Source: an optimization exercise on an open RTL-to-GDS flow (aim: small area, a short achievable clock period and few clock cycles per item). Production flows keep margins and buffers that such runs may drop. The RTL was checked by simulation tests, not by an equivalence proof against the original design. Power and IR drop assume default switching activity.

## flow/constraint.sdc

```tcl
create_clock -name core_clock -period 12.0 [get_ports {clk}]
set_input_delay 2.4000 -clock core_clock [delete_from_list [all_inputs] [get_ports {clk}]]
set_output_delay 2.4000 -clock core_clock [all_outputs]
set_load 0.01 [all_outputs]
```

## flow/design.v

```verilog
package mb_pkg;
  localparam int BLOB_COUNT   = 10;
  localparam int FRAME_WIDTH  = 320;
  localparam int FRAME_HEIGHT = 200;
  localparam logic [1:0] MODE_LOAD    = 2'd0;
  localparam logic [1:0] MODE_ADVANCE = 2'd1;
  localparam logic [1:0] MODE_RENDER  = 2'd2;
  localparam logic [1:0] CFG_COLOR_MODE = 2'd0;
  localparam logic [1:0] CFG_ALPHA      = 2'd1;
  localparam logic [1:0] CFG_WAVE_GAIN  = 2'd2;
  localparam logic [24:0] SAT_HI = 25'h1FFFFFF;
endpackage
module mb_cell
(
  input  logic [24:0] blob_in,
  output logic [24:0] blob_out
);
  logic [8:0]         pos_x;
  logic [7:0]         pos_y;
  logic [5:0]         size;
  logic               dir_x, dir_y;
  logic signed [11:0] x, y, r;
  logic               fx, fy;
  assign {pos_x, pos_y, size, dir_x, dir_y} = blob_in;
  always_comb begin
    r  = 12'(size);
    x  = dir_x ? 12'(pos_x) - 12'sd1 : 12'(pos_x) + 12'sd1;
    y  = dir_y ? 12'(pos_y) - 12'sd1 : 12'(pos_y) + 12'sd1;
    fx = dir_x;
    fy = dir_y;
    if (x + r > 12'(mb_pkg::FRAME_WIDTH - 1)) begin
      x  = 12'(mb_pkg::FRAME_WIDTH - 1) - r;
      fx = ~fx;
    end
    if (x - r < 12'sd0) begin
      x  = r;
      fx = ~fx;
    end
    if (y + r > 12'(mb_pkg::FRAME_HEIGHT - 1)) begin
      y  = 12'(mb_pkg::FRAME_HEIGHT) - r;
      fy = ~fy;
    end
    if (y - r < 12'sd0) begin
      y  = r;
      fy = ~fy;
    end
  end
  assign blob_out = {x[8:0], y[7:0], size, fx, fy};
endmodule
module mb_root
(
  input  logic [42:0] r_in,
  input  logic [44:0] t_in,
  input  logic [21:0] dp,
  input  logic [22:0] dp3,
  input  logic [3:0]  digits,
  output logic [42:0] r_out,
  output logic [44:0] t_out,
  output logic [1:0]  bits
);
  logic [44:0] a1, a2;
  logic [45:0] c1, c2;
  logic        b1, b2;
  logic [42:0] r1;
  logic [44:0] t1;
  always_comb begin
    a1 = {r_in, digits[3:2]};
    c1 = {1'b0, a1} - {1'b0, t_in};
    b1 = ~c1[45];
    r1 = b1 ? c1[42:0] : a1[42:0];
    t1 = b1 ? ({t_in[43:0], 1'b0} + 45'(dp3)) : ({t_in[43:0], 1'b0} - 45'(dp));
    a2 = {r1, digits[1:0]};
    c2 = {1'b0, a2} - {1'b0, t1};
    b2 = ~c2[45];
    r_out = b2 ? c2[42:0] : a2[42:0];
    t_out = b2 ? ({t1[43:0], 1'b0} + 45'(dp3)) : ({t1[43:0], 1'b0} - 45'(dp));
    bits  = {b1, b2};
  end
endmodule
module mb_color
(
  input  logic [21:0] h,
  input  logic [2:0]  n,
  input  logic [21:0] u_in,
  input  logic [7:0]  r1_in,
  output logic [21:0] u_out,
  output logic [7:0]  level,
  output logic [7:0]  red0
);
  localparam logic [21:0] U = 22'd245760;
  logic [21:0] nu, t, x;
  logic [26:0] p;
  logic [12:0] y20;
  logic [8:0]  f2;
  logic [7:0]  y;
  always_comb begin
    nu = 22'(n) * U;
    t  = h + nu;
    u_out = (t >= 22'(6 * 245760)) ? t - 22'(6 * 245760) : t;
    if (u_in <= U)                 x = U - u_in;
    else if (u_in <= 22'(3 * 245760)) x = '0;
    else if (u_in <= 22'(4 * 245760)) x = u_in - 22'(3 * 245760);
    else                           x = U;
    p = 27'(x) * 27'd17;
    level = p[21:14];
    y20 = 13'(r1_in) * 13'd20;
    f2  = 9'(y20[12:8]) + 9'(y20[7:0]);
    y   = (f2 >= 9'd255) ? 8'(f2 - 9'd255) : f2[7:0];
    red0 = (y == 8'd0) ? 8'd0 : 8'd255 - y;
  end
endmodule
module metaball_pixel_generator
(
  input  logic        clk,
  input  logic        rst,
  input  logic        start,
  output logic        busy,
  input  logic [28:0] cmd_in,
  output logic        done,
  output logic [31:0] pixel_out,
  input  logic        cfg_write,
  input  logic [1:0]  cfg_index,
  input  logic [15:0] cfg_data
);
  logic [1:0]  color_mode;
  logic [7:0]  alpha_value;
  logic [15:0] wave_gain;
  always_ff @(posedge clk) begin
    if (rst) begin
      color_mode  <= 2'd0;
      alpha_value <= 8'd255;
      wave_gain   <= 16'd0;
    end else if (cfg_write) begin
      case (cfg_index)
        mb_pkg::CFG_COLOR_MODE: color_mode  <= cfg_data[1:0];
        mb_pkg::CFG_ALPHA:      alpha_value <= cfg_data[7:0];
        mb_pkg::CFG_WAVE_GAIN:  wave_gain   <= cfg_data;
        default: ;
      endcase
    end
  end
  logic mode1, wavy, gneg, gzero;
  assign mode1 = (color_mode == 2'd1);
  assign wavy  = color_mode[1];
  assign gneg  = wave_gain[15];
  assign gzero = (wave_gain == 16'd0);
  logic [1:0]  gp_st;
  logic [19:0] gb;
  logic [4:0]  glen;
  logic [4:0]  gi;
  logic [39:0] ga2;
  logic [15:0] gabs;
  logic [19:0] g25;
  assign gabs = gneg ? 16'(-wave_gain) : wave_gain;
  assign g25  = {gabs, 4'b0} + {1'b0, gabs, 3'b0} + {4'b0, gabs};
  always_ff @(posedge clk) begin
    if (rst) begin
      gp_st <= 2'd0;
    end else if (cfg_write && cfg_index == mb_pkg::CFG_WAVE_GAIN) begin
      gp_st <= 2'd1;
    end else begin
      case (gp_st)
        2'd1: begin
          gb    <= g25;
          glen  <= 5'd20;
          gp_st <= (g25 == 20'd0) ? 2'd0 : 2'd2;
        end
        2'd2: begin
          if (gb[19]) begin
            gp_st <= 2'd3;
            gi    <= 5'd19;
            ga2   <= '0;
          end else begin
            gb   <= {gb[18:0], 1'b0};
            glen <= glen - 5'd1;
          end
        end
        2'd3: begin
          ga2 <= {ga2[38:0], 1'b0} + (gb[gi] ? 40'(gb) : 40'd0);
          gi  <= gi - 5'd1;
          if (gi == 5'd0) gp_st <= 2'd0;
        end
        default: ;
      endcase
    end
  end
  logic [24:0] ring [mb_pkg::BLOB_COUNT];
  logic [24:0] head, adv_blob, tail_in;
  assign head = ring[0];
  mb_cell u_adv (.blob_in(head), .blob_out(adv_blob));
  logic        cur_v;
  logic [28:0] cur;
  logic [3:0]  rot;
  logic [3:0]  ofs;
  logic        busy_r;
  logic [1:0]  cmode, in_mode;
  logic [3:0]  cidx, in_idx, ofs_next;
  logic        is_render, is_adv, is_load, is_nop, ld_hit, rotate, rot_last, fin;
  logic        fetch, accept, busy_next, in_quick;
  logic        s0_free;
  assign cmode     = cur[28:27];
  assign cidx      = cur[26:23];
  assign is_render = cur_v && (cmode == mb_pkg::MODE_RENDER);
  assign is_adv    = cur_v && (cmode == mb_pkg::MODE_ADVANCE);
  assign is_load   = cur_v && (cmode == mb_pkg::MODE_LOAD) && (cidx < 4'd10);
  assign is_nop    = cur_v && ((cmode == 2'd3) || ((cmode == mb_pkg::MODE_LOAD) && (cidx >= 4'd10)));
  assign ld_hit    = is_load && (ofs == cidx);
  assign rot_last  = (rot == 4'd9);
  assign fetch     = is_render && s0_free && (gp_st == 2'd0);
  assign rotate    = fetch || is_adv || is_load;
  assign fin       = is_nop || ld_hit || (is_adv && rot_last) || (fetch && rot_last);
  assign tail_in   = ld_hit ? {cur[22:14], cur[13:6], cur[5:0], 2'b00} :
                     is_adv ? adv_blob : head;
  assign accept    = start && !busy_r;
  assign ofs_next  = is_load ? ((ofs == 4'd9) ? 4'd0 : ofs + 4'd1) : ofs;
  assign in_mode   = cmd_in[28:27];
  assign in_idx    = cmd_in[26:23];
  assign in_quick  = (in_mode == 2'd3) ||
                     ((in_mode == mb_pkg::MODE_LOAD) && ((in_idx >= 4'd10) || (in_idx == ofs_next)));
  always_comb begin
    if (accept)
      busy_next = !in_quick;
    else if (cur_v && !fin)
      busy_next = !((is_adv && rot == 4'd8) || (is_load && ofs_next == cidx));
    else
      busy_next = 1'b0;
  end
  assign busy = busy_r;
  always_ff @(posedge clk) begin
    if (rotate) begin
      for (int i = 0; i < mb_pkg::BLOB_COUNT - 1; i++) ring[i] <= ring[i + 1];
      ring[mb_pkg::BLOB_COUNT - 1] <= tail_in;
    end
  end
  always_ff @(posedge clk) begin
    if (rst) begin
      cur_v  <= 1'b0;
      busy_r <= 1'b0;
      ofs    <= 4'd0;
      rot    <= 4'd0;
    end else begin
      ofs    <= ofs_next;
      busy_r <= busy_next;
      if (fetch || is_adv) rot <= rot_last ? 4'd0 : rot + 4'd1;
      if (accept) begin
        cur   <= cmd_in;
        cur_v <= 1'b1;
        rot   <= 4'd0;
      end else if (fin) begin
        cur_v <= 1'b0;
      end
    end
  end
  logic        s0_v, s0_last;
  logic [8:0]  s0_dx;
  logic [7:0]  s0_dy;
  logic [5:0]  s0_sz;
  logic [9:0]  pxy_tail;
  logic signed [9:0] fdx;
  logic signed [8:0] fdy;
  logic        s0_to_s1;
  assign fdx = $signed({1'b0, cur[22:14]}) - $signed({1'b0, head[24:16]});
  assign fdy = $signed({1'b0, cur[13:6]})  - $signed({1'b0, head[15:8]});
  assign s0_free = !s0_v || s0_to_s1;
  always_ff @(posedge clk) begin
    if (rst) begin
      s0_v <= 1'b0;
    end else if (fetch) begin
      s0_v    <= 1'b1;
      s0_dx   <= fdx[9] ? 9'(-fdx) : fdx[8:0];
      s0_dy   <= fdy[8] ? 8'(-fdy) : fdy[7:0];
      s0_sz   <= head[7:2];
      s0_last <= rot_last;
    end else if (s0_to_s1) begin
      s0_v <= 1'b0;
    end
  end
  always_ff @(posedge clk) begin
    if (fetch && rot_last) pxy_tail <= 10'(cur[22:14]) + 10'(cur[13:6]);
  end
  logic        s1_v, s1_last, s1_zero;
  logic [18:0] s1_d;
  logic [8:0]  s1_bn;
  logic [3:0]  s1_lb;
  logic        s1_to_s2;
  logic [8:0]  sb, sbn;
  logic [3:0]  slb;
  always_comb begin
    sb  = mode1 ? 9'({s0_sz, 2'b0}) + 9'(s0_sz) : 9'(s0_sz);
    slb = 4'd0;
    for (int i = 0; i < 9; i++) if (sb[i]) slb = 4'(i + 1);
    sbn = sb << (4'd9 - slb);
  end
  always_ff @(posedge clk) begin
    if (rst) begin
      s1_v <= 1'b0;
    end else if (s0_to_s1) begin
      s1_v    <= 1'b1;
      s1_d    <= 19'(s0_dx * s0_dx) + 19'(s0_dy * s0_dy);
      s1_bn   <= sbn;
      s1_lb   <= slb;
      s1_zero <= wavy ? gzero : (s0_sz == 6'd0);
      s1_last <= s0_last;
    end else if (s1_to_s2) begin
      s1_v <= 1'b0;
    end
  end
  logic        s2_v, s2_last, s2_force, s2_sat;
  logic [21:0] s2_dp;
  logic [22:0] s2_dp3;
  logic [15:0] s2_r;
  logic [1:0]  s2_x;
  logic [3:0]  s2_n;
  logic        s2_to_e;
  logic [4:0]  ld;
  logic [3:0]  v0, vv;
  logic [4:0]  ls;
  logic signed [6:0] n0, nn;
  logic [17:0] bn2;
  logic [21:0] dpn;
  logic        fz, fs;
  always_comb begin
    ld = 5'd0;
    for (int i = 0; i < 19; i++) if (s1_d[i]) ld = 5'(i + 1);
    v0  = (ld >= 5'd18) ? 4'd0 : 4'((5'd18 - ld) >> 1);
    ls  = wavy ? glen + 5'd3 : 5'(s1_lb) + (mode1 ? 5'd16 : 5'd12);
    n0  = $signed({2'b0, ls}) + $signed({3'b0, v0}) - 7'sd8;
    vv  = v0 + 4'(n0[0]);
    nn  = n0 + 7'(n0[0]);
    dpn = 22'(s1_d) << {vv, 1'b0};
    bn2 = s1_bn * s1_bn;
    fz  = s1_zero || (n0 <= 7'sd0 && s1_d != 19'd0);
    fs  = !s1_zero && (s1_d == 19'd0);
  end
  always_ff @(posedge clk) begin
    if (rst) begin
      s2_v <= 1'b0;
    end else if (s1_to_s2) begin
      s2_v     <= 1'b1;
      s2_dp    <= dpn;
      s2_dp3   <= 23'(dpn) + {dpn, 1'b0};
      s2_r     <= wavy ? ga2[39:24] : bn2[17:2];
      s2_x     <= bn2[1:0];
      s2_n     <= (fz || fs) ? 4'd1 : 4'(nn[5:1]);
      s2_force <= fz || fs;
      s2_sat   <= fs;
      s2_last  <= s1_last;
    end else if (s2_to_e) begin
      s2_v <= 1'b0;
    end
  end
  logic        e_act, e_first, e_last, e_force, e_sat;
  logic [3:0]  e_cnt, e_c;
  logic [42:0] e_r, r_nx;
  logic [44:0] e_t, t_nx;
  logic [21:0] e_dp;
  logic [22:0] e_dp3;
  logic [24:0] e_q;
  logic [1:0]  e_x, qb;
  logic [3:0]  digs;
  logic        e_fin;
  logic        q_pend, q_last, acc_now;
  logic [25:0] acc;
  logic [26:0] acc_raw;
  logic [25:0] acc_sat;
  assign e_fin    = e_act && (e_cnt == 4'd1);
  assign s2_to_e  = s2_v && (!e_act || e_fin);
  assign s1_to_s2 = s1_v && (!s2_v || s2_to_e);
  assign s0_to_s1 = s0_v && (!s1_v || s1_to_s2);
  always_comb begin
    digs = 4'd0;
    if (wavy) begin
      case (e_c)
        4'd0: digs = ga2[23:20];
        4'd1: digs = ga2[19:16];
        4'd2: digs = ga2[15:12];
        4'd3: digs = ga2[11:8];
        4'd4: digs = ga2[7:4];
        4'd5: digs = ga2[3:0];
        default: digs = 4'd0;
      endcase
    end else begin
      digs = (e_c == 4'd0) ? {e_x, 2'b00} : 4'd0;
    end
  end
  mb_root u_root (
    .r_in   (e_r),
    .t_in   (e_t),
    .dp     (e_dp),
    .dp3    (e_dp3),
    .digits (digs),
    .r_out  (r_nx),
    .t_out  (t_nx),
    .bits   (qb)
  );
  assign acc_now = q_pend && (!e_act || e_first);
  assign acc_raw = 27'(acc) + 27'(e_q);
  assign acc_sat = acc_raw[26] ? 26'h3FFFFFF : acc_raw[25:0];
  always_ff @(posedge clk) begin
    if (rst) begin
      e_act  <= 1'b0;
      q_pend <= 1'b0;
    end else begin
      if (acc_now) q_pend <= 1'b0;
      if (e_act) begin
        if (e_force)      e_q <= e_sat ? mb_pkg::SAT_HI : 25'd0;
        else if (e_first) e_q <= {23'd0, qb};
        else              e_q <= {e_q[22:0], qb};
        e_first <= 1'b0;
        if (e_fin) begin
          q_pend <= 1'b1;
          q_last <= e_last;
        end else begin
          e_r   <= r_nx;
          e_t   <= t_nx;
          e_cnt <= e_cnt - 4'd1;
          e_c   <= e_c + 4'd1;
        end
      end
      if (s2_to_e) begin
        e_act   <= 1'b1;
        e_first <= 1'b1;
        e_r     <= 43'(s2_r);
        e_t     <= 45'(s2_dp);
        e_dp    <= s2_dp;
        e_dp3   <= s2_dp3;
        e_cnt   <= s2_n;
        e_c     <= 4'd0;
        e_x     <= s2_x;
        e_force <= s2_force;
        e_sat   <= s2_sat;
        e_last  <= s2_last;
      end else if (e_fin) begin
        e_act <= 1'b0;
      end
    end
  end
  logic [2:0]  c_st;
  logic [25:0] c_s;
  logic [9:0]  c_pxy;
  logic [21:0] c_u;
  logic [7:0]  c_r1;
  always_ff @(posedge clk) begin
    if (rst)          acc <= '0;
    else if (acc_now) acc <= q_last ? 26'd0 : acc_sat;
  end
  localparam logic [25:0] H_LO = 26'(20 * 4096);
  localparam logic [25:0] H_HI = 26'(360 * 4096);
  logic signed [27:0] ts;
  logic signed [25:0] sv;
  logic [21:0]        hh;
  logic [2:0]         cn;
  logic [21:0]        u_nx;
  logic [7:0]         lvl, red0;
  logic [8:0]         f1;
  logic [12:0]        kk;
  logic [19:0]        bl;
  logic [7:0]         px_r, px_g, px_b, px_a;
  logic               done_r;
  always_comb begin
    if (wavy && gneg)
      ts = $signed({6'd0, c_pxy, 12'd0}) - $signed({2'b0, c_s});
    else
      ts = $signed(wavy ? {6'd0, c_pxy, 12'd0} : 28'd0) + $signed({2'b0, c_s});
    if (ts > 28'sd33554431)       sv = 26'sd33554431;
    else if (ts < -28'sd33554432) sv = -26'sd33554432;
    else                          sv = ts[25:0];
    if ($signed(c_s) < $signed(H_LO))      hh = 22'(H_LO);
    else if ($signed(c_s) > $signed(H_HI)) hh = 22'(H_HI);
    else                                   hh = c_s[21:0];
    kk = c_s[24:12];
    f1 = 9'(kk[12:8]) + 9'(kk[7:0]);
    bl = 20'd131072 + {c_s[14:0], 5'b0} + {c_s[15:0], 4'b0} + {c_s[18:0], 1'b0};
    case (c_st)
      3'd4:    cn = 3'd3;
      3'd5:    cn = 3'd1;
      default: cn = 3'd5;
    endcase
  end
  mb_color u_color (
    .h      (c_s[21:0]),
    .n      (cn),
    .u_in   (c_u),
    .r1_in  (c_r1),
    .u_out  (u_nx),
    .level  (lvl),
    .red0   (red0)
  );
  always_ff @(posedge clk) begin
    if (rst) begin
      c_st   <= 3'd0;
      done_r <= 1'b0;
    end else begin
      done_r <= 1'b0;
      case (c_st)
        3'd0: if (acc_now && q_last) begin
          c_s   <= acc_sat;
          c_pxy <= pxy_tail;
          c_st  <= 3'd1;
        end
        3'd1: begin
          c_s  <= sv;
          c_st <= 3'd2;
        end
        3'd2: begin
          if (color_mode == 2'd0) begin
            px_b <= bl[19:12];
            c_r1 <= (f1 >= 9'd255) ? 8'(f1 - 9'd255) : f1[7:0];
            c_st <= 3'd6;
          end else begin
            c_s  <= 26'(hh);
            c_st <= 3'd3;
          end
        end
        3'd3: begin   
          c_u  <= u_nx;
          c_st <= 3'd4;
        end
        3'd4: begin
          px_r <= lvl;
          c_u  <= u_nx;   
          c_st <= 3'd5;
        end
        3'd5: begin
          px_g <= lvl;
          c_u  <= u_nx;   
          c_st <= 3'd7;
        end
        3'd6: begin
          px_r   <= red0;
          px_g   <= 8'd255 - red0;
          px_a   <= alpha_value;
          done_r <= 1'b1;
          c_st   <= 3'd0;
        end
        3'd7: begin
          px_b   <= lvl;
          px_a   <= alpha_value;
          done_r <= 1'b1;
          c_st   <= 3'd0;
        end
        default: c_st <= 3'd0;
      endcase
    end
  end
  assign done      = done_r;
  assign pixel_out = {px_r, px_g, px_b, px_a};
endmodule
```

## flow/run.sh

```bash
#!/bin/bash
# synth_recipe.tcl (not shown) runs the flow's synth.tcl, then flattens the netlist and writes it again
# the make line also repeats each setting of config.mk as NAME=value (left out here)
make -C /OpenROAD-flow-scripts/flow DESIGN_CONFIG=/design/flow/config.mk WORK_HOME=/design/flow/orfs CLKGATE_MAP_FILE= SYNTH_SCRIPT=/design/flow/synth_recipe.tcl finish
```

## flow/config.mk

```make
export PLATFORM = sky130hd
export DESIGN_NAME = metaball_pixel_generator
export DESIGN_NICKNAME = metaball_pixel_generator
export VERILOG_FILES = /design/flow/design.v
export SDC_FILE = /design/flow/constraint.sdc
export NUM_CORES = 4
export LEC_CHECK = 0
export CAP_MARGIN = 20
export CORE_MARGIN = 2
export CORE_UTILIZATION = 40
export SLEW_MARGIN = 20
```

==> results of run 1 <==
## flip-flops by register name, summed over array words and instances, names as in the netlist, 9 cells and up
register / count
ring: 250
e_t: 45
e_r: 43
ga2: 40
cur: 29
acc: 26
c_s: 26
e_q: 25
c_u: 22
e_dp3: 22
e_dp: 22
s2_dp3: 22
s2_dp: 22
gb: 20
s1_d: 19
s2_r: 16
wave_gain: 16
c_pxy: 10
pxy_tail: 10
s0_dx: 9
s1_bn: 9
## layer usage
| metal | routed length (µm) | track usage |
|---|---|---|
| met1 | 70500 | 0.258 |
| met2 | 71200 | 0.319 |
| met3 | 6330 | 0.0261 |
| met4 | 5170 | 0.0650 |
| met5 | 0 | 0 |
## final cells by class
class	count	area, µm²	share of cell area
sequential	827	24100	0.356
clock inverter	63	722	0.0107
clock buffer	116	2460	0.0363
multi-input combinational	4725	34700	0.513
antenna	1	2.50	0.0000370
tap	2030	2540	0.0375
inverter	525	1970	0.0291
timing repair buffer	125	1160	0.0171
## power breakdown
group          switching, mW  leakage [nW]  internal [mW]  total, mW
Combinational          0.762          18.6          0.546       1.31
Clock                   1.27          1.53           1.68       2.95
Sequential            0.0769          7.46           3.33       3.41
Total                   2.11          27.6           5.56       7.67
## worst paths after layout
kind                            startpoint         end
worst max-delay path                e_c[0]     e_t[42]
worst min-delay path            ring[1][1]  ring[0][1]
worst max register to register      e_c[0]     e_t[42]
worst min register to register  ring[1][1]  ring[0][1]
## layout by cell type, fill, tap and decap left out, drive strengths merged, types with 116 or more instances in the layout
master  instances
a21o          179
a21oi         448
and2          151
clkbuf        116
edfxtp        754
fa            172
ha            565
inv           530
nand2         513
nand3         125
nor2          508
nor3          130
o21ai         352
xnor2         331
xor2          139
## logic make-up (layout without fill, tap and decap cells)
family                   Yosys count  count (layout)  synth area share
other                              2               4          0.000122
AND/OR/NAND/NOR                 1913            1913             0.152
flip-flops                       827             827             0.393
adder cells (fa/ha/maj)          737             737             0.171
XOR/XNOR                         470             470            0.0672
AO/OA/AOI/OAI                   1494            1494             0.154
buffers and inverters            699             829            0.0431
multiplexers                     108             108            0.0196
## critical path: cells and delay by family (launching register included)
kind | cells | cell delay, ps
DFF | 1 | 450
and+or+nand+nor | 11 | 3190
AOI/OAI and AO/OA | 15 | 3640
buffers and inverters | 3 | 670
xor gates and xnor gates | 1 | 640
muxes | 1 | 190
adders and majority gates | 3 | 880
## cells in the mapped netlist, drive strengths merged, types with 94 or more instances
master,n
a21o,179
a21oi,448
and2,151
clkbuf,146
edfxtp,754
fa,172
ha,565
inv,523
nand2,513
nand3,125
nor2,508
nor2b,94
nor3,130
o21ai,352
xnor2,331
xor2,139
==> results.txt, run 1 <==
global-route wire length before repair=243,000 µm; Post-Syn Area=61,300 µm²; Worst Skew=69.4 ps; number of violations reported at the end of detailed-routing iteration 0=3,204; FP Rows=143; # Post-CTS Setup Buffers=0; kind of capture point of the worst setup path=register; Num Clock Sinks=827; htree depth=3; slowest stage cell, crit path=sky130_fd_sc_hd__nor4_2; R2R setup slack=2000 ps; leakage=27.6 nW; fin cells=8,412; vias in the first global route=44,800; timing-limited maximum frequency=0.100 GHz; overflow left after global routing=0; Worst EP required=12,410 ps; Design Area, Final=67,700 µm²; clock root buffer=sky130_fd_sc_hd__clkbuf_16; fillcell total=14,500; half-perimeter wire length of the detailed placement result=117,000 µm; routed wirelength normalized by instance count=18.2 µm; Hold Fails Final Rpt=0; maximum buffer depth of the clock tree=3; Critical Setup Path Class=register to register; die area=156,000 µm²; HP Class=register to register; core footprint=152,000 µm²; pwr dens=113 nW/µm²; vias after detailed routing=45,700; maximum number of pins on one net before global-route repair=190; Resized cells post-CTS=0; Placed Instances=8,232; worst setup timing slack at the placement stage=2030 ps; number of optimization iterations in the first detailed-route pass=6; library cell occupying the most area in the post-synthesis netlist=sky130_fd_sc_hd__edfxtp_1; Distinct cells, synth=96; synthesized netlist cell count=6,250; Port-buffer cells=84; period utilization=0.833; part of the Yosys area used for sequential elements=0.393; final antenna-violating net count=0; dominant synthesized flop cell=sky130_fd_sc_hd__edfxtp_1; total power after layout=7.67 mW; Worst IR Drop VDD=0.000106 V; area share of the largest cell type after synthesis=0.369; max-slew violation total from the final report=0; cell depth of the worst flop-to-flop path=34; number of warnings printed during yosys synthesis=5; final weighted congestion in routability-driven placement=0.920; number of buffers inserted for hold repair after clock tree synthesis=0; unrepaired setup endpoints after global routing=no; worst hold stages=0; end-of-flow core utilization=0.445; number of design rule violations left after detail routing=0; Die Span X=396 µm; async set-or-reset flop fraction in the synthesized netlist=0; number of synthesized register bits=827; Final Worst Setup Slack=2000 ps; max-slew headroom at the worst pin=0.237; cell area after placement=64,500 µm²; CTS buffer count=95; Initial Util=0.403; Tightest Pin Transition=1140 ps; top post-synthesis cells by area=sky130_fd_sc_hd__edfxtp_1 37%, sky130_fd_sc_hd__ha_1 12%, sky130_fd_sc_hd__fa_1 5.6%, sky130_fd_sc_hd__xnor2_1 4.7%, sky130_fd_sc_hd__a21oi_1 3.7%; Final min period=10000 ps; Mapped Avg Cell Area=9.81 µm²; count of final setup violators=0; clock transition time at the flip-flop clock pins of the worst setup and hold paths=60 ps; fraction of layout cells with a size suffix above 1=0.0473; routed via count divided by cell count=5.44; I/O pin cnt=85; clock latency of the later-clocked register in the worst-skew pair=740 ps; Fin Hold WS=362 ps; area growth from synthesis to layout=10.3%; initial antenna violation count=1; height of the die=396 µm; outcome=complete, no violations; Total Nets Final=7,087; Routed Wire Length=153,000 µm; overall routing resource usage=0.192; number of enable flip-flop cells after synthesis=754; Crit path largest cell delay=980 ps; Post-Route Setup TNS=0 ps; Worst EP arrival=10,410 ps; TritonCTS clock tree=done; max-capacitance violation count=0; largest fanout on the critical path=60; Worst Setup Start Kind=register
Testbench counts, summed over its fixed seeds: cycles 106,960, pixels 1,568.
==> run 2: changes to the inputs <==
--- a/flow/design.v
+++ b/flow/design.v
@@ -21,3 +21,3 @@
   logic               dir_x, dir_y;
-  logic signed [11:0] x, y, r;
+  logic signed [10:0] x, y, r, xo, yo;
   logic               fx, fy;
@@ -25,25 +25,25 @@
   always_comb begin
-    r  = 12'(size);
-    x  = dir_x ? 12'(pos_x) - 12'sd1 : 12'(pos_x) + 12'sd1;
-    y  = dir_y ? 12'(pos_y) - 12'sd1 : 12'(pos_y) + 12'sd1;
+    r  = 11'(size);
+    x  = dir_x ? 11'(pos_x) - 11'sd1 : 11'(pos_x) + 11'sd1;
+    y  = dir_y ? 11'(pos_y) - 11'sd1 : 11'(pos_y) + 11'sd1;
+    xo = x;
+    yo = y;
     fx = dir_x;
     fy = dir_y;
-    if (x + r > 12'(mb_pkg::FRAME_WIDTH - 1)) begin
-      x  = 12'(mb_pkg::FRAME_WIDTH - 1) - r;
-      fx = ~fx;
-    end
-    if (x - r < 12'sd0) begin
-      x  = r;
-      fx = ~fx;
-    end
-    if (y + r > 12'(mb_pkg::FRAME_HEIGHT - 1)) begin
-      y  = 12'(mb_pkg::FRAME_HEIGHT) - r;
-      fy = ~fy;
-    end
-    if (y - r < 12'sd0) begin
-      y  = r;
-      fy = ~fy;
+    if (x > 11'sd319 - r) begin
+      xo = 11'sd319 - r;
+      fx = ~dir_x;
+    end else if (x < r) begin
+      xo = r;
+      fx = ~dir_x;
+    end
+    if (y > 11'sd199 - r) begin
+      yo = 11'sd200 - r;
+      fy = ~dir_y;
+    end else if (y < r) begin
+      yo = r;
+      fy = ~dir_y;
     end
   end
-  assign blob_out = {x[8:0], y[7:0], size, fx, fy};
+  assign blob_out = {xo[8:0], yo[7:0], size, fx, fy};
 endmodule
@@ -51,11 +51,32 @@
 (
-  input  logic [42:0] r_in,
-  input  logic [44:0] t_in,
-  input  logic [21:0] dp,
-  input  logic [22:0] dp3,
-  input  logic [3:0]  digits,
-  output logic [42:0] r_out,
-  output logic [44:0] t_out,
-  output logic [1:0]  bits
+  input  logic        clk,
+  input  logic        rst,
+  input  logic        load,
+  input  logic [15:0] ld_r,
+  input  logic [21:0] ld_dp,
+  input  logic [22:0] ld_dp3,
+  input  logic [3:0]  ld_n,
+  input  logic [1:0]  ld_x,
+  input  logic        ld_force,
+  input  logic        ld_sat,
+  input  logic        ld_tag,
+  input  logic        wavy,
+  input  logic [23:0] stream,
+  input  logic        grant,
+  output logic        free,
+  output logic        acc_req,
+  output logic        first_req,
+  output logic [24:0] q,
+  output logic        q_tag
 );
+  logic        e_act, e_first, e_force, e_sat, e_tag, q_pend;
+  logic [3:0]  e_cnt, e_c;
+  logic [42:0] e_r;
+  logic [44:0] e_t;
+  logic [21:0] e_dp;
+  logic [22:0] e_dp3;
+  logic [24:0] e_q;
+  logic [1:0]  e_x;
+  logic [3:0]  digits;
+  logic        e_fin;
   logic [44:0] a1, a2;
@@ -63,10 +84,24 @@
   logic        b1, b2;
-  logic [42:0] r1;
-  logic [44:0] t1;
+  logic [42:0] r1, r2;
+  logic [44:0] t1, t2;
   always_comb begin
-    a1 = {r_in, digits[3:2]};
-    c1 = {1'b0, a1} - {1'b0, t_in};
+    digits = 4'd0;
+    if (wavy) begin
+      case (e_c)
+        4'd0: digits = stream[23:20];
+        4'd1: digits = stream[19:16];
+        4'd2: digits = stream[15:12];
+        4'd3: digits = stream[11:8];
+        4'd4: digits = stream[7:4];
+        4'd5: digits = stream[3:0];
+        default: digits = 4'd0;
+      endcase
+    end else if (e_c == 4'd0) begin
+      digits = {e_x, 2'b00};
+    end
+    a1 = {e_r, digits[3:2]};
+    c1 = {1'b0, a1} - {1'b0, e_t};
     b1 = ~c1[45];
     r1 = b1 ? c1[42:0] : a1[42:0];
-    t1 = b1 ? ({t_in[43:0], 1'b0} + 45'(dp3)) : ({t_in[43:0], 1'b0} - 45'(dp));
+    t1 = b1 ? ({e_t[43:0], 1'b0} + 45'(e_dp3)) : ({e_t[43:0], 1'b0} - 45'(e_dp));
     a2 = {r1, digits[1:0]};
@@ -74,5 +109,48 @@
     b2 = ~c2[45];
-    r_out = b2 ? c2[42:0] : a2[42:0];
-    t_out = b2 ? ({t1[43:0], 1'b0} + 45'(dp3)) : ({t1[43:0], 1'b0} - 45'(dp));
-    bits  = {b1, b2};
+    r2 = b2 ? c2[42:0] : a2[42:0];
+    t2 = b2 ? ({t1[43:0], 1'b0} + 45'(e_dp3)) : ({t1[43:0], 1'b0} - 45'(e_dp));
+  end
+  assign e_fin     = e_act && (e_cnt == 4'd1);
+  assign free      = !e_act || e_fin;
+  assign acc_req   = q_pend && (!e_act || e_first);
+  assign first_req = q_pend && e_act && e_first;
+  assign q         = e_q;
+  always_ff @(posedge clk) begin
+    if (rst) begin
+      e_act  <= 1'b0;
+      q_pend <= 1'b0;
+    end else begin
+      if (grant) q_pend <= 1'b0;
+      if (e_act) begin
+        if (e_force)      e_q <= e_sat ? mb_pkg::SAT_HI : 25'd0;
+        else if (e_first) e_q <= {23'd0, b1, b2};
+        else              e_q <= {e_q[22:0], b1, b2};
+        e_first <= 1'b0;
+        if (e_fin) begin
+          q_pend <= 1'b1;
+          q_tag  <= e_tag;
+        end else begin
+          e_r   <= r2;
+          e_t   <= t2;
+          e_cnt <= e_cnt - 4'd1;
+          e_c   <= e_c + 4'd1;
+        end
+      end
+      if (load) begin
+        e_act   <= 1'b1;
+        e_first <= 1'b1;
+        e_r     <= 43'(ld_r);
+        e_t     <= 45'(ld_dp);
+        e_dp    <= ld_dp;
+        e_dp3   <= ld_dp3;
+        e_cnt   <= ld_n;
+        e_c     <= 4'd0;
+        e_x     <= ld_x;
+        e_force <= ld_force;
+        e_sat   <= ld_sat;
+        e_tag   <= ld_tag;
+      end else if (e_fin) begin
+        e_act <= 1'b0;
+      end
+    end
   end
@@ -200,2 +278,4 @@
   logic        s0_free;
+  logic        f_tag;
+  logic [1:0]  inuse;
   assign cmode     = cur[28:27];
@@ -208,3 +288,3 @@
   assign rot_last  = (rot == 4'd9);
-  assign fetch     = is_render && s0_free && (gp_st == 2'd0);
+  assign fetch     = is_render && s0_free && (gp_st == 2'd0) && !(rot == 4'd0 && inuse[f_tag]);
   assign rotate    = fetch || is_adv || is_load;
@@ -253,3 +333,3 @@
   end
-  logic        s0_v, s0_last;
+  logic        s0_v, s0_first, s0_tag;
   logic [8:0]  s0_dx;
@@ -257,3 +337,2 @@
   logic [5:0]  s0_sz;
-  logic [9:0]  pxy_tail;
   logic signed [9:0] fdx;
@@ -271,4 +350,5 @@
       s0_dy   <= fdy[8] ? 8'(-fdy) : fdy[7:0];
-      s0_sz   <= head[7:2];
-      s0_last <= rot_last;
+      s0_sz    <= head[7:2];
+      s0_first <= (rot == 4'd0);
+      s0_tag   <= f_tag;
     end else if (s0_to_s1) begin
@@ -277,6 +357,9 @@
   end
+  logic [9:0] pxy [2];
   always_ff @(posedge clk) begin
-    if (fetch && rot_last) pxy_tail <= 10'(cur[22:14]) + 10'(cur[13:6]);
+    if (rst)                   f_tag <= 1'b0;
+    else if (fetch && rot_last) f_tag <= ~f_tag;
+    if (fetch && rot == 4'd0) pxy[f_tag] <= 10'(cur[22:14]) + 10'(cur[13:6]);
   end
-  logic        s1_v, s1_last, s1_zero;
+  logic        s1_v, s1_first, s1_tag, s1_zero;
   logic [18:0] s1_d;
@@ -302,3 +385,4 @@
       s1_zero <= wavy ? gzero : (s0_sz == 6'd0);
-      s1_last <= s0_last;
+      s1_first <= s0_first;
+      s1_tag   <= s0_tag;
     end else if (s1_to_s2) begin
@@ -307,3 +391,3 @@
   end
-  logic        s2_v, s2_last, s2_force, s2_sat;
+  logic        s2_v, s2_first, s2_tag, s2_force, s2_sat;
   logic [21:0] s2_dp;
@@ -346,3 +430,4 @@
       s2_sat   <= fs;
-      s2_last  <= s1_last;
+      s2_first <= s1_first;
+      s2_tag   <= s1_tag;
     end else if (s2_to_e) begin
@@ -351,18 +436,16 @@
   end
-  logic        e_act, e_first, e_last, e_force, e_sat;
-  logic [3:0]  e_cnt, e_c;
-  logic [42:0] e_r, r_nx;
-  logic [44:0] e_t, t_nx;
-  logic [21:0] e_dp;
-  logic [22:0] e_dp3;
-  logic [24:0] e_q;
-  logic [1:0]  e_x, qb;
-  logic [3:0]  digs;
-  logic        e_fin;
-  logic        q_pend, q_last, acc_now;
-  logic [25:0] acc;
-  logic [26:0] acc_raw;
-  logic [25:0] acc_sat;
-  assign e_fin    = e_act && (e_cnt == 4'd1);
-  assign s2_to_e  = s2_v && (!e_act || e_fin);
+  localparam int K = 3;
+  logic [K-1:0]  e_free, e_req, e_freq, e_load, e_grant;
+  logic [24:0]   e_q   [K];
+  logic [K-1:0]  e_qtag;
+  logic          disp_ok;
+  assign disp_ok = s2_v;
+  always_comb begin
+    e_load = '0;
+    for (int j = K - 1; j >= 0; j--) begin
+      if (e_free[j]) e_load = K'(1) << j;
+    end
+    if (!disp_ok) e_load = '0;
+  end
+  assign s2_to_e  = |e_load;
   assign s1_to_s2 = s1_v && (!s2_v || s2_to_e);
@@ -370,80 +453,83 @@
   always_comb begin
-    digs = 4'd0;
-    if (wavy) begin
-      case (e_c)
-        4'd0: digs = ga2[23:20];
-        4'd1: digs = ga2[19:16];
-        4'd2: digs = ga2[15:12];
-        4'd3: digs = ga2[11:8];
-        4'd4: digs = ga2[7:4];
-        4'd5: digs = ga2[3:0];
-        default: digs = 4'd0;
-      endcase
+    e_grant = '0;
+    if (|e_freq) begin
+      e_grant = e_freq;
     end else begin
-      digs = (e_c == 4'd0) ? {e_x, 2'b00} : 4'd0;
+      for (int j = K - 1; j >= 0; j--) begin
+        if (e_req[j]) e_grant = K'(1) << j;
+      end
     end
   end
-  mb_root u_root (
-    .r_in   (e_r),
-    .t_in   (e_t),
-    .dp     (e_dp),
-    .dp3    (e_dp3),
-    .digits (digs),
-    .r_out  (r_nx),
-    .t_out  (t_nx),
-    .bits   (qb)
-  );
-  assign acc_now = q_pend && (!e_act || e_first);
-  assign acc_raw = 27'(acc) + 27'(e_q);
+  for (genvar j = 0; j < K; j++) begin : g_eng
+    mb_root u_root (
+      .clk       (clk),
+      .rst       (rst),
+      .load      (e_load[j]),
+      .ld_r      (s2_r),
+      .ld_dp     (s2_dp),
+      .ld_dp3    (s2_dp3),
+      .ld_n      (s2_n),
+      .ld_x      (s2_x),
+      .ld_force  (s2_force),
+      .ld_sat    (s2_sat),
+      .ld_tag    (s2_tag),
+      .wavy      (wavy),
+      .stream    (ga2[23:0]),
+      .grant     (e_grant[j]),
+      .free      (e_free[j]),
+      .acc_req   (e_req[j]),
+      .first_req (e_freq[j]),
+      .q         (e_q[j]),
+      .q_tag     (e_qtag[j])
+    );
+  end
+  logic [25:0] acc [2];
+  logic [3:0]  cnt [2];
+  logic        ctag, c_start;
+  logic [24:0] gq;
+  logic        gtag, gv;
+  logic [26:0] acc_raw;
+  logic [25:0] acc_sat;
+  logic [2:0]  c_st;
+  always_comb begin
+    gq   = '0;
+    gtag = 1'b0;
+    for (int j = 0; j < K; j++) begin
+      if (e_grant[j]) begin
+        gq   = e_q[j];
+        gtag = e_qtag[j];
+      end
+    end
+  end
+  assign gv      = |e_grant;
+  assign acc_raw = 27'(acc[gtag]) + 27'(gq);
   assign acc_sat = acc_raw[26] ? 26'h3FFFFFF : acc_raw[25:0];
+  assign c_start = (cnt[ctag] == 4'd10) && (c_st == 3'd0);
   always_ff @(posedge clk) begin
     if (rst) begin
-      e_act  <= 1'b0;
-      q_pend <= 1'b0;
+      acc[0]  <= '0;
+      acc[1]  <= '0;
+      cnt[0]  <= '0;
+      cnt[1]  <= '0;
+      inuse   <= '0;
+      ctag    <= 1'b0;
     end else begin
-      if (acc_now) q_pend <= 1'b0;
-      if (e_act) begin
-        if (e_force)      e_q <= e_sat ? mb_pkg::SAT_HI : 25'd0;
-        else if (e_first) e_q <= {23'd0, qb};
-        else              e_q <= {e_q[22:0], qb};
-        e_first <= 1'b0;
-        if (e_fin) begin
-          q_pend <= 1'b1;
-          q_last <= e_last;
-        end else begin
-          e_r   <= r_nx;
-          e_t   <= t_nx;
-          e_cnt <= e_cnt - 4'd1;
-          e_c   <= e_c + 4'd1;
-        end
+      if (gv) begin
+        acc[gtag] <= acc_sat;
+        cnt[gtag] <= cnt[gtag] + 4'd1;
       end
-      if (s2_to_e) begin
-        e_act   <= 1'b1;
-        e_first <= 1'b1;
-        e_r     <= 43'(s2_r);
-        e_t     <= 45'(s2_dp);
-        e_dp    <= s2_dp;
-        e_dp3   <= s2_dp3;
-        e_cnt   <= s2_n;
-        e_c     <= 4'd0;
-        e_x     <= s2_x;
-        e_force <= s2_force;
-        e_sat   <= s2_sat;
-        e_last  <= s2_last;
-      end else if (e_fin) begin
-        e_act <= 1'b0;
+      if (c_start) begin
+        acc[ctag]   <= '0;
+        cnt[ctag]   <= '0;
+        inuse[ctag] <= 1'b0;
+        ctag        <= ~ctag;
       end
+      if (fetch && rot == 4'd0) inuse[f_tag] <= 1'b1;
     end
   end
-  logic [2:0]  c_st;
-  logic [25:0] c_s;
-  logic [9:0]  c_pxy;
-  logic [21:0] c_u;
-  logic [7:0]  c_r1;
-  always_ff @(posedge clk) begin
-    if (rst)          acc <= '0;
-    else if (acc_now) acc <= q_last ? 26'd0 : acc_sat;
-  end
   localparam logic [25:0] H_LO = 26'(20 * 4096);
   localparam logic [25:0] H_HI = 26'(360 * 4096);
+  logic [25:0]        c_s;
+  logic [9:0]         c_pxy;
+  logic [21:0]        c_u;
   logic signed [27:0] ts;
@@ -483,3 +569,3 @@
     .u_in   (c_u),
-    .r1_in  (c_r1),
+    .r1_in  (c_u[7:0]),
     .u_out  (u_nx),
@@ -495,5 +581,5 @@
       case (c_st)
-        3'd0: if (acc_now && q_last) begin
-          c_s   <= acc_sat;
-          c_pxy <= pxy_tail;
+        3'd0: if (c_start) begin
+          c_s   <= acc[ctag];
+          c_pxy <= pxy[ctag];
           c_st  <= 3'd1;
@@ -507,3 +593,3 @@
             px_b <= bl[19:12];
-            c_r1 <= (f1 >= 9'd255) ? 8'(f1 - 9'd255) : f1[7:0];
+            c_u  <= 22'((f1 >= 9'd255) ? 8'(f1 - 9'd255) : f1[7:0]);
             c_st <= 3'd6;
==> run 2 against run 1 <==
Still clean on timing, DRC and antenna. Via count grew 83%. Sequential share of layout area decreased by 3.6 points. Sequential power rose by 43%. Critical endpoint is now g_eng[1].u_root.e_t[31]. Count of clock-buffer cells in the layout up 62. Maximum frequency down 0.75%. Cell area increased by 63%. Non-clock buffer count up 39. Total power is 43% higher. First-iteration DRC count is 150% higher. Die area increased by 63%. Synthesized area rose by 64%. Clock power up 63%.
==> results.txt, run 2 <==
switching part of the total power=0.260 (was 0.275); number of buffers inserted for hold repair after clock tree synthesis=0 (unchanged); most common library cell in the layout ignoring fill and taps=sky130_fd_sc_hd__edfxtp_1 (unchanged); final weighted congestion in routability-driven placement=0.938 (was 0.920); Post-Syn Area=100,000 µm² (was 61,300 µm²); Distinct cells, synth=118 (was 96); area share of the largest cell type after synthesis=0.328 (was 0.369); cell area after placement=105,000 µm² (was 64,500 µm²); slowest stage cell, crit path=sky130_fd_sc_hd__o21ai_0 (was sky130_fd_sc_hd__nor4_2); Worst Setup Start Kind=register (unchanged); number of enable flip-flop cells after synthesis=1,098 (was 754); overall routing resource usage=0.221 (was 0.192); Num Clock Sinks=1,214 (was 827); # Post-CTS Setup Buffers=0 (unchanged); Initial Util=0.403 (about the same); Final Worst Setup Slack=1930 ps (was 2000 ps); core footprint=249,000 µm² (was 152,000 µm²); maximum number of pins on one net before global-route repair=93 (was 190); Worst IR Drop VDD=0.000131 V (was 0.000106 V); I/O pin cnt=85 (unchanged); max-slew headroom at the worst pin=0.181 (was 0.237); cell with the most instances after synthesis=sky130_fd_sc_hd__edfxtp_1 (unchanged); count of final setup violators=0 (unchanged); number of warnings printed during yosys synthesis=7 (was 5); async set-or-reset flop fraction in the synthesized netlist=0 (unchanged); combinational share of power=0.117 (was 0.171); routed via count divided by cell count=5.75 (was 5.44); worst setup timing slack at the placement stage=2210 ps (was 2030 ps); Port-buffer cells=84 (unchanged); timing-limited maximum frequency=0.0993 GHz (was 0.100 GHz); routed wirelength normalized by instance count=20.1 µm (was 18.2 µm); Largest Register=ring (unchanged); Resized cells post-CTS=0 (unchanged); Worst EP required=12,550 ps (was 12,410 ps); Largest regs=ring x250, g_eng.u_root.e_t x135, g_eng.u_root.e_r x129 (was ring x250, e_t x45, e_r x43); HP Class=register to register (unchanged); Mapped Avg Cell Area=9.03 µm² (was 9.81 µm²); library cell occupying the most area in the post-synthesis netlist=sky130_fd_sc_hd__edfxtp_1 (unchanged); htree depth=4 (was 3); top post-synthesis cells by area=sky130_fd_sc_hd__edfxtp_1 33%, sky130_fd_sc_hd__ha_1 12%, sky130_fd_sc_hd__xnor2_1 4.6%, sky130_fd_sc_hd__a21oi_1 4.6%, sky130_fd_sc_hd__nand2_1 3.9% (was sky130_fd_sc_hd__edfxtp_1 37%, sky130_fd_sc_hd__ha_1 12%, sky130_fd_sc_hd__fa_1 5.6%, sky130_fd_sc_hd__xnor2_1 4.7%, sky130_fd_sc_hd__a21oi_1 3.7%); global-route wire length before repair=454,000 µm (was 243,000 µm); leakage=44.9 nW (was 27.6 nW); Routed Wire Length=292,000 µm (was 153,000 µm); commonest non-fill, non-tap cells in the layout=1,098 x sky130_fd_sc_hd__edfxtp_1, 1,050 x sky130_fd_sc_hd__nand2_1, 986 x sky130_fd_sc_hd__nor2_1, 938 x sky130_fd_sc_hd__ha_1, 917 x sky130_fd_sc_hd__a21oi_1 (was 754 x sky130_fd_sc_hd__edfxtp_1, 565 x sky130_fd_sc_hd__ha_1, 520 x sky130_fd_sc_hd__inv_1, 512 x sky130_fd_sc_hd__nand2_1, 502 x sky130_fd_sc_hd__nor2_1); max FFs per register=250 (unchanged); max-capacitance violation count=0 (unchanged); overflow left after global routing=0 (unchanged); synthesized netlist cell count=11,100 (was 6,250); Tightest Pin Transition=1200 ps (was 1140 ps); pwr dens=99.8 nW/µm² (was 113 nW/µm²); vias after detailed routing=83,500 (was 45,700); number of design rule violations left after detail routing=0 (unchanged); Post-Route Setup TNS=0 ps (unchanged); die area=255,000 µm² (was 156,000 µm²); vias in the first global route=80,300 (was 44,800); TritonCTS clock tree=done (unchanged); Design Area, Final=110,000 µm² (was 67,700 µm²); Final min period=10,070 ps (was 10000 ps); Worst EP arrival=10,620 ps (was 10,410 ps); Total Nets Final=12,200 (was 7,087); clock network fraction of total power=0.439 (was 0.385); internal portion of total power=8.14 mW (was 5.56 mW); share of total power in sequential cells=0.444 (was 0.445); Hold Fails Final Rpt=0 (unchanged); Critical Setup Path Class=register to register (unchanged); period utilization=0.839 (was 0.833); clock latency of the later-clocked register in the worst-skew pair=830 ps (was 740 ps); number of synthesized register bits=1,214 (was 827); dominant synthesized flop cell=sky130_fd_sc_hd__edfxtp_1 (unchanged); half-perimeter wire length of the detailed placement result=223,000 µm (was 117,000 µm); unrepaired setup endpoints after global routing=no (unchanged); largest fanout on the critical path=55 (was 60); Net Switching=2.86 mW (was 2.11 mW); number of optimization iterations in the first detailed-route pass=9 (was 6); Fin Hold WS=394 ps (was 362 ps); clock root buffer=sky130_fd_sc_hd__clkbuf_16 (unchanged); area growth from synthesis to layout=9.81% (was 10.3%); final antenna-violating net count=0 (unchanged); part of the Yosys area used for sequential elements=0.352 (was 0.393); Worst Skew=59.4 ps (was 69.4 ps); outcome=complete, no violations (unchanged); fraction of layout cells with a size suffix above 1=0.0526 (was 0.0473); Die Span X=505 µm (was 396 µm); clock transition time at the flip-flop clock pins of the worst setup and hold paths=70 ps (was 60 ps); max-slew violation total from the final report=0 (unchanged); Crit path largest cell delay=720 ps (was 980 ps); kind of capture point of the worst setup path=register (unchanged); top cells by count, synth=1,098 x sky130_fd_sc_hd__edfxtp_1, 1,055 x sky130_fd_sc_hd__nand2_1, 993 x sky130_fd_sc_hd__nor2_1, 938 x sky130_fd_sc_hd__ha_1, 923 x sky130_fd_sc_hd__a21oi_1 (was 754 x sky130_fd_sc_hd__edfxtp_1, 565 x sky130_fd_sc_hd__ha_1, 520 x sky130_fd_sc_hd__inv_1, 513 x sky130_fd_sc_hd__nand2_1, 508 x sky130_fd_sc_hd__nor2_1); FP Rows=183 (was 143); maximum buffer depth of the clock tree=3 (unchanged); initial antenna violation count=3 (was 1); height of the die=505 µm (was 396 µm); total power after layout=11.0 mW (was 7.67 mW); number of violations reported at the end of detailed-routing iteration 0=7,919 (was 3,204); CTS buffer count=148 (was 95)
run 2: stage by stage:
stage,instances,utilization
after floorplan,11100,-
after global placement,14300,0.421
after detailed placement,14300,0.421
after CTS,14500,0.442
after global routing,14500,0.442
final,14500,0.442
run 2: critical path, delay by kind of cell, from the launching register on:
family                     cells  cell delay, ps
and+or+nand+nor                8            1780
buffers and inverters          4            1040
adders and majority gates      3             890
xor gates and xnor gates       1             150
DFF                            1             430
AOI/OAI and AO/OA             13            5520
run 2: per-layer routing:
metal,vias to the layer above,wire length (µm),GRT usage
met3,516,16500,0.0256
met5,-,0,0
met1,40100,131000,0.302
li1,40200,-,-
met2,2710,134000,0.360
met4,0,11000,0.0783
run 2: power groups by stage:
stage                     logic [mW]  clock network, mW  registers (mW)
after floorplan                0.994                  0            4.94
after global placement          1.25                  0            4.97
after detailed placement        1.28                  0            4.97
after CTS                       1.30               4.94            4.88
after global routing            1.48               5.09            4.90
final                           1.29               4.82            4.88
run 2: path summary, 6_finish.rpt:
kind                                              from                       to  cells past startpoint  slack, ps
worst max register to register  g_eng[1].u_root.e_c[0]  g_eng[1].u_root.e_t[31]                     29       1930
worst min-delay path                        ring[9][1]               ring[8][1]                      0        390
worst min register to register              ring[9][1]               ring[8][1]                      0        390
worst max-delay path            g_eng[1].u_root.e_c[0]  g_eng[1].u_root.e_t[31]                     29       1930
run 2: cells by family after synthesis:
group / count (synthesis) / share of synthesized area
xor gates and xnor gates: 759 / 0.0663
DFF: 1214 / 0.352
and+or+nand+nor: 3584 / 0.170
muxes: 196 / 0.0216
AOI/OAI and AO/OA: 3041 / 0.192
other: 2 / 0.0000748
buffers and inverters: 1198 / 0.0451
adders and majority gates: 1119 / 0.153
run 2: area by class of cell:
type | count | area, µm²
Multi-Input combinational cell | 8702 | 60900
Tap cell | 3330 | 4170
Antenna cell | 2 | 5.00
Clock inverter | 96 | 1300
Timing Repair Buffer | 164 | 1490
Sequential cell | 1214 | 35300
Inverter | 844 | 3170
Clock buffer | 178 | 3940
Fill cell | 24100 | 139000
Testbench counts of run 2, summed over its fixed seeds: cycles 38,731, pixels 1,568.
==> run 3: changes to the inputs <==
--- a/flow/design.v
+++ b/flow/design.v
@@ -55,5 +55,5 @@
   input  logic [15:0] ld_r,
-  input  logic [21:0] ld_dp,
-  input  logic [22:0] ld_dp3,
-  input  logic [3:0]  ld_n,
+  input  logic [19:0] ld_dp,
+  input  logic [20:0] ld_dp3,
+  input  logic [4:0]  ld_n,
   input  logic [1:0]  ld_x,
@@ -72,43 +72,41 @@
   logic        e_act, e_first, e_force, e_sat, e_tag, q_pend;
-  logic [3:0]  e_cnt, e_c;
-  logic [42:0] e_r;
-  logic [44:0] e_t;
-  logic [21:0] e_dp;
-  logic [22:0] e_dp3;
+  logic [4:0]  e_cnt;
+  logic [3:0]  e_c;
+  logic [40:0] e_r;
+  logic [42:0] e_t;
+  logic [19:0] e_dp;
+  logic [20:0] e_dp3;
   logic [24:0] e_q;
-  logic [1:0]  e_x;
-  logic [3:0]  digits;
+  logic [1:0]  e_x, nx;
   logic        e_fin;
-  logic [44:0] a1, a2;
-  logic [45:0] c1, c2;
-  logic        b1, b2;
-  logic [42:0] r1, r2;
-  logic [44:0] t1, t2;
+  logic [42:0] a;
+  logic [43:0] c;
+  logic        b;
+  logic [40:0] r_nx;
+  logic [42:0] t_nx;
   always_comb begin
-    digits = 4'd0;
+    nx = 2'd0;
     if (wavy) begin
       case (e_c)
-        4'd0: digits = stream[23:20];
-        4'd1: digits = stream[19:16];
-        4'd2: digits = stream[15:12];
-        4'd3: digits = stream[11:8];
-        4'd4: digits = stream[7:4];
-        4'd5: digits = stream[3:0];
-        default: digits = 4'd0;
+        4'd1:  nx = stream[21:20];
+        4'd2:  nx = stream[19:18];
+        4'd3:  nx = stream[17:16];
+        4'd4:  nx = stream[15:14];
+        4'd5:  nx = stream[13:12];
+        4'd6:  nx = stream[11:10];
+        4'd7:  nx = stream[9:8];
+        4'd8:  nx = stream[7:6];
+        4'd9:  nx = stream[5:4];
+        4'd10: nx = stream[3:2];
+        4'd11: nx = stream[1:0];
+        default: nx = 2'd0;
       endcase
-    end else if (e_c == 4'd0) begin
-      digits = {e_x, 2'b00};
     end
-    a1 = {e_r, digits[3:2]};
-    c1 = {1'b0, a1} - {1'b0, e_t};
-    b1 = ~c1[45];
-    r1 = b1 ? c1[42:0] : a1[42:0];
-    t1 = b1 ? ({e_t[43:0], 1'b0} + 45'(e_dp3)) : ({e_t[43:0], 1'b0} - 45'(e_dp));
-    a2 = {r1, digits[1:0]};
-    c2 = {1'b0, a2} - {1'b0, t1};
-    b2 = ~c2[45];
-    r2 = b2 ? c2[42:0] : a2[42:0];
-    t2 = b2 ? ({t1[43:0], 1'b0} + 45'(e_dp3)) : ({t1[43:0], 1'b0} - 45'(e_dp));
+    a    = {e_r, e_x};
+    c    = {1'b0, a} - {1'b0, e_t};
+    b    = ~c[43];
+    r_nx = b ? c[40:0] : a[40:0];
+    t_nx = b ? ({e_t[41:0], 1'b0} + 43'(e_dp3)) : ({e_t[41:0], 1'b0} - 43'(e_dp));
   end
-  assign e_fin     = e_act && (e_cnt == 4'd1);
+  assign e_fin     = e_act && (e_cnt == 5'd1);
   assign free      = !e_act || e_fin;
@@ -125,4 +123,4 @@
         if (e_force)      e_q <= e_sat ? mb_pkg::SAT_HI : 25'd0;
-        else if (e_first) e_q <= {23'd0, b1, b2};
-        else              e_q <= {e_q[22:0], b1, b2};
+        else if (e_first) e_q <= {24'd0, b};
+        else              e_q <= {e_q[23:0], b};
         e_first <= 1'b0;
@@ -132,6 +130,7 @@
         end else begin
-          e_r   <= r2;
-          e_t   <= t2;
-          e_cnt <= e_cnt - 4'd1;
-          e_c   <= e_c + 4'd1;
+          e_r   <= r_nx;
+          e_t   <= t_nx;
+          e_x   <= nx;
+          e_cnt <= e_cnt - 5'd1;
+          if (e_c != 4'd12) e_c <= e_c + 4'd1;
         end
@@ -141,4 +140,4 @@
         e_first <= 1'b1;
-        e_r     <= 43'(ld_r);
-        e_t     <= 45'(ld_dp);
+        e_r     <= 41'(ld_r);
+        e_t     <= 43'(ld_dp);
         e_dp    <= ld_dp;
@@ -146,3 +145,3 @@
         e_cnt   <= ld_n;
-        e_c     <= 4'd0;
+        e_c     <= 4'd1;
         e_x     <= ld_x;
@@ -392,14 +391,14 @@
   logic        s2_v, s2_first, s2_tag, s2_force, s2_sat;
-  logic [21:0] s2_dp;
-  logic [22:0] s2_dp3;
+  logic [19:0] s2_dp;
+  logic [20:0] s2_dp3;
   logic [15:0] s2_r;
   logic [1:0]  s2_x;
-  logic [3:0]  s2_n;
+  logic [4:0]  s2_n;
   logic        s2_to_e;
   logic [4:0]  ld;
-  logic [3:0]  v0, vv;
+  logic [3:0]  v0;
   logic [4:0]  ls;
-  logic signed [6:0] n0, nn;
+  logic signed [6:0] n0;
   logic [17:0] bn2;
-  logic [21:0] dpn;
+  logic [19:0] dpn;
   logic        fz, fs;
@@ -411,5 +410,3 @@
     n0  = $signed({2'b0, ls}) + $signed({3'b0, v0}) - 7'sd8;
-    vv  = v0 + 4'(n0[0]);
-    nn  = n0 + 7'(n0[0]);
-    dpn = 22'(s1_d) << {vv, 1'b0};
+    dpn = 20'(s1_d) << {v0, 1'b0};
     bn2 = s1_bn * s1_bn;
@@ -424,6 +421,6 @@
       s2_dp    <= dpn;
-      s2_dp3   <= 23'(dpn) + {dpn, 1'b0};
+      s2_dp3   <= 21'(dpn) + {dpn, 1'b0};
       s2_r     <= wavy ? ga2[39:24] : bn2[17:2];
-      s2_x     <= bn2[1:0];
-      s2_n     <= (fz || fs) ? 4'd1 : 4'(nn[5:1]);
+      s2_x     <= wavy ? ga2[23:22] : bn2[1:0];
+      s2_n     <= (fz || fs) ? 5'd1 : 5'(n0);
       s2_force <= fz || fs;
@@ -436,3 +433,3 @@
   end
-  localparam int K = 3;
+  localparam int K = 6;
   logic [K-1:0]  e_free, e_req, e_freq, e_load, e_grant;
==> run 3 against run 2 <==
Still clean on timing, DRC and antenna. First-iteration DRC count is 13% lower. Clock power rose by 31%. Sequential share of layout area increased by 7.0 points. Count of clock-buffer cells in the layout increased by 60. Wire length increased by 4.4%. Largest power group unchanged.
==> results.txt, run 3 <==
count of final setup violators=0 (unchanged); fraction of layout cells with a size suffix above 1=0.0512 (was 0.0526); TritonCTS clock tree=done (unchanged); height of the die=541 µm (was 505 µm); overflow left after global routing=0 (unchanged); Die Span X=541 µm (was 505 µm); area share of the largest cell type after synthesis=0.409 (was 0.328); cell with the most instances after synthesis=sky130_fd_sc_hd__edfxtp_1 (unchanged); part of the Yosys area used for sequential elements=0.430 (was 0.352); clock latency of the later-clocked register in the worst-skew pair=910 ps (was 830 ps); timing-limited maximum frequency=0.138 GHz (was 0.0993 GHz); max-slew headroom at the worst pin=0.193 (was 0.181); Tightest Pin Transition=1210 ps (was 1200 ps); number of buffers inserted for hold repair after clock tree synthesis=0 (unchanged); Hold Fails Final Rpt=0 (unchanged); Largest regs=g_eng.u_root.e_t x258, ring x250, g_eng.u_root.e_r x246 (was ring x250, g_eng.u_root.e_t x135, g_eng.u_root.e_r x129); Total Nets Final=13,000 (was 12,200); number of enable flip-flop cells after synthesis=1,573 (was 1,098); top cells by count, synth=1,573 x sky130_fd_sc_hd__edfxtp_1, 1,123 x sky130_fd_sc_hd__nand2_1, 1,073 x sky130_fd_sc_hd__nor2_1, 1,014 x sky130_fd_sc_hd__a21oi_1, 926 x sky130_fd_sc_hd__inv_1 (was 1,098 x sky130_fd_sc_hd__edfxtp_1, 1,055 x sky130_fd_sc_hd__nand2_1, 993 x sky130_fd_sc_hd__nor2_1, 938 x sky130_fd_sc_hd__ha_1, 923 x sky130_fd_sc_hd__a21oi_1); largest fanout on the critical path=80 (was 55); Post-Syn Area=115,000 µm² (was 100,000 µm²); die area=293,000 µm² (was 255,000 µm²); Worst Skew=73.6 ps (was 59.4 ps); FP Rows=197 (was 183); Critical Setup Path Class=register to register (unchanged); final weighted congestion in routability-driven placement=0.904 (was 0.938); commonest non-fill, non-tap cells in the layout=1,573 x sky130_fd_sc_hd__edfxtp_1, 1,120 x sky130_fd_sc_hd__nand2_1, 1,062 x sky130_fd_sc_hd__nor2_1, 1,006 x sky130_fd_sc_hd__a21oi_1, 925 x sky130_fd_sc_hd__ha_1 (was 1,098 x sky130_fd_sc_hd__edfxtp_1, 1,050 x sky130_fd_sc_hd__nand2_1, 986 x sky130_fd_sc_hd__nor2_1, 938 x sky130_fd_sc_hd__ha_1, 917 x sky130_fd_sc_hd__a21oi_1); Final Worst Setup Slack=4750 ps (was 1930 ps); half-perimeter wire length of the detailed placement result=218,000 µm (was 223,000 µm); routed via count divided by cell count=5.59 (was 5.75); global-route wire length before repair=479,000 µm (was 454,000 µm); library cell occupying the most area in the post-synthesis netlist=sky130_fd_sc_hd__edfxtp_1 (unchanged); routed wirelength normalized by instance count=19.3 µm (was 20.1 µm); kind of capture point of the worst setup path=register (unchanged); Initial Util=0.401 (was 0.403); number of synthesized register bits=1,695 (was 1,214); HP Class=register to register (unchanged); # Post-CTS Setup Buffers=0 (unchanged); Routed Wire Length=305,000 µm (was 292,000 µm); maximum buffer depth of the clock tree=4 (was 3); Post-Route Setup TNS=0 ps (unchanged); number of violations reported at the end of detailed-routing iteration 0=6,919 (was 7,919); dominant synthesized flop cell=sky130_fd_sc_hd__edfxtp_1 (unchanged); overall routing resource usage=0.202 (was 0.221); max-capacitance violation count=0 (unchanged); fillcell total=27,000 (was 24,100); Largest Register=g_eng.u_root.e_t (was ring); leakage=51.2 nW (was 44.9 nW); htree depth=4 (unchanged); Port-buffer cells=84 (unchanged); final antenna-violating net count=0 (unchanged); cell area after placement=121,000 µm² (was 105,000 µm²); vias in the first global route=86,800 (was 80,300); Placed Instances=15,400 (was 14,300); async set-or-reset flop fraction in the synthesized netlist=0 (unchanged); Worst IR Drop VDD=0.000134 V (was 0.000131 V); Worst EP arrival=8060 ps (was 10,620 ps); Worst EP required=12,810 ps (was 12,550 ps); pwr dens=111 nW/µm² (was 99.8 nW/µm²); most common library cell in the layout ignoring fill and taps=sky130_fd_sc_hd__edfxtp_1 (unchanged); core footprint=288,000 µm² (was 249,000 µm²); I/O pin cnt=85 (unchanged); maximum number of pins on one net before global-route repair=97 (was 93); unrepaired setup endpoints after global routing=no (unchanged); number of warnings printed during yosys synthesis=7 (unchanged); CTS buffer count=197 (was 148); Worst Setup Start Kind=register (unchanged); initial antenna violation count=10 (was 3); number of optimization iterations in the first detailed-route pass=9 (unchanged); vias after detailed routing=88,500 (was 83,500); synthesized netlist cell count=11,900 (was 11,100); max-slew violation total from the final report=0 (unchanged); Distinct cells, synth=111 (was 118); top post-synthesis cells by area=sky130_fd_sc_hd__edfxtp_1 41%, sky130_fd_sc_hd__ha_1 10%, sky130_fd_sc_hd__a21oi_1 4.4%, sky130_fd_sc_hd__xnor2_1 4.0%, sky130_fd_sc_hd__nand2_1 3.7% (was sky130_fd_sc_hd__edfxtp_1 33%, sky130_fd_sc_hd__ha_1 12%, sky130_fd_sc_hd__xnor2_1 4.6%, sky130_fd_sc_hd__a21oi_1 4.6%, sky130_fd_sc_hd__nand2_1 3.9%); Design Area, Final=127,000 µm² (was 110,000 µm²); number of design rule violations left after detail routing=0 (unchanged); Final min period=7250 ps (was 10,070 ps); outcome=complete, no violations (unchanged); Mapped Avg Cell Area=9.72 µm² (was 9.03 µm²); clock transition time at the flip-flop clock pins of the worst setup and hold paths=60 ps (was 70 ps); Fin Hold WS=399 ps (was 394 ps); Resized cells post-CTS=0 (unchanged); area growth from synthesis to layout=10.3% (was 9.81%); Num Clock Sinks=1,695 (was 1,214); period utilization=0.604 (was 0.839); clock root buffer=sky130_fd_sc_hd__clkbuf_16 (unchanged); max FFs per register=258 (was 250); worst setup timing slack at the placement stage=4880 ps (was 2210 ps); fin cells=15,800 (was 14,500)
-- run 3: cell count changes in the layout (fill, tap and decap cells not counted), moves of 25 or more --
cell and delta:
sky130_fd_sc_hd__nand2_1 +70, sky130_fd_sc_hd__mux2_2 -46, sky130_fd_sc_hd__a21o_1 +84, sky130_fd_sc_hd__clkbuf_16 +48
sky130_fd_sc_hd__a21oi_1 +89, sky130_fd_sc_hd__a221oi_1 +33, sky130_fd_sc_hd__buf_4 +32, sky130_fd_sc_hd__o211ai_1 -30
sky130_fd_sc_hd__o21a_1 -25, sky130_fd_sc_hd__nor2_1 +76, sky130_fd_sc_hd__edfxtp_1 +475, sky130_fd_sc_hd__inv_1 +86
sky130_fd_sc_hd__nand3_1 -58, sky130_fd_sc_hd__and3_1 -31
-- run 3: metal layers --
| layer | GRT usage | vias to the layer above | part of all wire |
|---|---|---|---|
| met1 | 0.274 | 42600 | 0.45 |
| met3 | 0.0261 | 478 | 0.055 |
| li1 | - | 42900 | - |
| met2 | 0.331 | 2426 | 0.46 |
| met4 | 0.0674 | 2 | 0.034 |
| met5 | 0 | - | 0.000043 |
-- run 3: through the flow --
step	total power, mW	util
3_3_place_gp	7.94	0.419
4_1_cts	14.3	0.443
3_5_place_dp	7.96	0.419
2_1_floorplan	7.65	-
5_1_grt	14.7	0.443
6_report	14.2	0.443
-- run 3: cell type report --
type / instances / area (µm²) / area share
clock buffer: 238 / 5180 / 0.0406
timing repair buffer: 191 / 1640 / 0.0129
multi-input combinational: 8841 / 61000 / 0.479
tap: 3781 / 4730 / 0.0372
antenna: 1 / 2.50 / 0.0000197
clock inverter: 128 / 1550 / 0.0122
inverter: 938 / 3530 / 0.0277
sequential: 1695 / 49700 / 0.390
-- run 3: final timing paths --
check | from | endpoint | slack [ps] | cells after the start
worst min-delay path | s1_tag | s2_tag | 400 | 0
worst max-delay path | g_eng[4].u_root.e_first | acc[1][25] | 4750 | 25
worst max register to register | g_eng[4].u_root.e_first | acc[1][25] | 4750 | 25
worst min register to register | s1_tag | s2_tag | 400 | 0
-- run 3: cells by family after synthesis --
family	Yosys count	share of synthesized area
simple gates	3597	0.145
fa+ha+maj	1108	0.132
compound gates	3188	0.174
mux	170	0.0160
other cells	2	0.0000650
xor+xnor	775	0.0588
buf+inv	1352	0.0441
flops	1695	0.430
-- run 3: power breakdown --
group / leakage (nW) / switching, mW / total, mW / internal (mW)
clock network: 3.24 / 2.63 / 6.32 / 3.69
registers: 15.2 / 0.104 / 6.69 / 6.59
logic: 32.7 / 0.682 / 1.15 / 0.467
total: 51.2 / 3.42 / 14.2 / 10.7
-- run 3: critical path: stages, from the launching register on --
cell and delay [ps]:
sky130_fd_sc_hd__edfxtp_1 410, sky130_fd_sc_hd__nand3_1 110, sky130_fd_sc_hd__nand2_1 130, sky130_fd_sc_hd__o41ai_1 630, sky130_fd_sc_hd__a211oi_2 140, sky130_fd_sc_hd__buf_4 240, sky130_fd_sc_hd__a221o_1 330, sky130_fd_sc_hd__a32o_1 260
sky130_fd_sc_hd__mux2_2 300, sky130_fd_sc_hd__mux2_2 260, sky130_fd_sc_hd__buf_4 330, sky130_fd_sc_hd__nand2_1 170, sky130_fd_sc_hd__nand2_1 60, sky130_fd_sc_hd__ha_1 330, sky130_fd_sc_hd__a21o_1 180, sky130_fd_sc_hd__a2111oi_0 840
sky130_fd_sc_hd__o21ai_0 240, sky130_fd_sc_hd__or3_1 350, sky130_fd_sc_hd__a21oi_1 140, sky130_fd_sc_hd__o21bai_1 130, sky130_fd_sc_hd__a41o_1 280, sky130_fd_sc_hd__a221oi_1 530, sky130_fd_sc_hd__o21a_1 270, sky130_fd_sc_hd__o31a_1 170
sky130_fd_sc_hd__nand2_1 60, sky130_fd_sc_hd__a21oi_1 170
Testbench counts of run 3, summed over its fixed seeds: cycles 37,698, pixels 1,568.

Check on run 3: ideal ports give 4.752 ns setup slack; a clkbuf_16 on the clock port and buf_2 on the inputs give 4.752 ns; moving port delays by the midpoint clock arrival (0.966 ns) as well gives 4.752 ns.
